This design comes from an exercise in tuning for small area, a short achievable clock period and few clock cycles per item on the open sky130 flow, not from production work.
Where RTL was checked, it was by simulation tests only, not by an equivalence proof against the original.
Power and IR drop assume default switching activity.

==> module uvsig_calc, before the edit <==
module uvsig_calc (
    input  logic [15:0] r0,
    input  logic [15:0] r1,
    input  logic [7:0]  col,
    input  logic        a_r1,      
    input  logic        a_oe,      
    input  logic        a_ci,      
    input  logic        b_r0,      
    input  logic        b_r1,      
    input  logic        d_r0,      
    input  logic        d_r1,      
    input  logic        d_oe,      
    input  logic        d_ci,      
    output logic [15:0] first_index,
    output logic [15:0] second_index,
    output logic [15:0] third_index
);
    logic [8:0] r0i, r1i;
    assign r0i = uvsig_pkg::inc8(r0[15:8]);
    assign r1i = uvsig_pkg::inc8(r1[15:8]);
    function automatic logic [15:0] idx(input logic s0, input logic s1, input logic [15:0] x0,
                                        input logic [15:0] x1, input logic [7:0] x0i,
                                        input logic [7:0] x1i, input logic [7:0] b,
                                        input logic ci);
        logic [7:0] blo, bhi, binc;
        logic [8:0] lo;
        begin
            blo  = (x0[7:0] & {8{s0}}) | (x1[7:0] & {8{s1}});
            bhi  = (x0[15:8] & {8{s0}}) | (x1[15:8] & {8{s1}});
            binc = (x0i & {8{s0}}) | (x1i & {8{s1}}) | {7'd0, !(s0 || s1)};
            lo   = {1'b0, blo} + {1'b0, b} + {8'd0, ci};
            idx  = {lo[8] ? binc : bhi, lo[7:0]};
        end
    endfunction
    assign first_index  = idx(!a_r1, a_r1, r0, r1, r0i[7:0], r1i[7:0], col & {8{a_oe}}, a_ci);
    assign second_index = idx(b_r0, b_r1, r0, r1, r0i[7:0], r1i[7:0], col, 1'b0);
    assign third_index  = idx(d_r0, d_r1, r0, r1, r0i[7:0], r1i[7:0], col & {8{d_oe}}, d_ci);
endmodule
Settings: LEC_CHECK=0, ABC_AREA=1, CAP_MARGIN=20, CORE_MARGIN=2, CORE_UTILIZATION=40, CTS_BUF_LIST=sky130_fd_sc_hd__clkbuf_8, CTS_CLUSTER_SIZE=30, SETUP_SLACK_MARGIN=3.2, SLEW_MARGIN=20; clock period 5.5 ns.
standard.sh (not shown) runs the stock make flow with config.mk's settings and CLKGATE_MAP_FILE= SYNTH_SCRIPT=/design/flow/synth_recipe.tcl, a recipe that flattens the netlist after the stock synthesis.
==> flow/flow/run.sh <==
#!/bin/bash
# The standard layout, with two changes: the port buffers are plain buffers
# (sky130_fd_sc_hd__buf_2) rather than the cell buffer_ports picks by itself,
# and synthesis leaves adders to ABC instead of mapping them to full/half
# adder cells first (ADDER_MAP_FILE empty). Registers are unchanged.
set -euo pipefail
bash standard.sh finish "BUFFER_PORTS_ARGS=-buffer_cell sky130_fd_sc_hd__buf_2" "ADDER_MAP_FILE=" > flow_make.log 2>&1
The starting point produced a clean layout.
Rerun with:
--- a/flow/design.v
+++ b/flow/design.v
@@ -39,30 +39,17 @@
     input  logic        d_ci,      
     output logic [15:0] first_index,
     output logic [15:0] second_index,
     output logic [15:0] third_index
 );
-    logic [8:0] r0i, r1i;
-    assign r0i = uvsig_pkg::inc8(r0[15:8]);
-    assign r1i = uvsig_pkg::inc8(r1[15:8]);
-    function automatic logic [15:0] idx(input logic s0, input logic s1, input logic [15:0] x0,
-                                        input logic [15:0] x1, input logic [7:0] x0i,
-                                        input logic [7:0] x1i, input logic [7:0] b,
-                                        input logic ci);
-        logic [7:0] blo, bhi, binc;
-        logic [8:0] lo;
-        begin
-            blo  = (x0[7:0] & {8{s0}}) | (x1[7:0] & {8{s1}});
-            bhi  = (x0[15:8] & {8{s0}}) | (x1[15:8] & {8{s1}});
-            binc = (x0i & {8{s0}}) | (x1i & {8{s1}}) | {7'd0, !(s0 || s1)};
-            lo   = {1'b0, blo} + {1'b0, b} + {8'd0, ci};
-            idx  = {lo[8] ? binc : bhi, lo[7:0]};
-        end
-    endfunction
-    assign first_index  = idx(!a_r1, a_r1, r0, r1, r0i[7:0], r1i[7:0], col & {8{a_oe}}, a_ci);
-    assign second_index = idx(b_r0, b_r1, r0, r1, r0i[7:0], r1i[7:0], col, 1'b0);
-    assign third_index  = idx(d_r0, d_r1, r0, r1, r0i[7:0], r1i[7:0], col & {8{d_oe}}, d_ci);
+    logic [15:0] a_base, b_base, d_base;
+    assign a_base = a_r1 ? r1 : r0;
+    assign b_base = (r0 & {16{b_r0}}) | (r1 & {16{b_r1}});
+    assign d_base = (r0 & {16{d_r0}}) | (r1 & {16{d_r1}});
+    assign first_index  = uvsig_pkg::add16_8(a_base, col & {8{a_oe}}, a_ci);
+    assign second_index = uvsig_pkg::add16_8(b_base, col, 1'b0);
+    assign third_index  = uvsig_pkg::add16_8(d_base, col & {8{d_oe}}, d_ci);
 endmodule
 import uvsig_pkg::*;
 module uv_sphere_index_generator (
     input  logic         clk,
     input  logic         rst_n,
Result: Non-clock buffer count goes down by 25; design area goes down by 3.8%; synthesized cell count goes down by 3.5%; utilization goes down by 0.16 points; total power goes down by 2.5%; count of clock-buffer cells in the layout is unchanged; setup slack gains 0.12 ns; via count goes down by 5.8%; clock skew barely changes; clock power goes down by 4.5%.
Testbench counts after the change, summed over its fixed seeds: cycles 115,328, items 115,072.
No functional check of the RTL was part of the first run of this note.

-- port drivers added, routing unchanged --
No port has a modelled driver above. Below, the same layouts with a new extraction and two added sets of constraints.
Step 1: set_driving_cell puts a clkbuf_16 on clk and a buf_2 on each other input, an assumption about the parent block.
Step 2 also shifts input and output timing later by t, the mid clock arrival at the registers, as if the neighbouring blocks saw the same clock.
a / b / c = ideal / step 1 / step 2; a / b = the first two.
run | t, ns | setup slack, ns | worst setup path at the end
the first run | 0.512 | 3.129 / 3.141 / 2.629 | input to register
the second run | 0.503 | 3.246 / 3.253 / 2.767 | input to register
After both steps setup and hold are still met in every run listed. For the first run, which loses most, drivers alone change the setup slack by +0.012 ns; drivers and shift together by -0.500 ns.
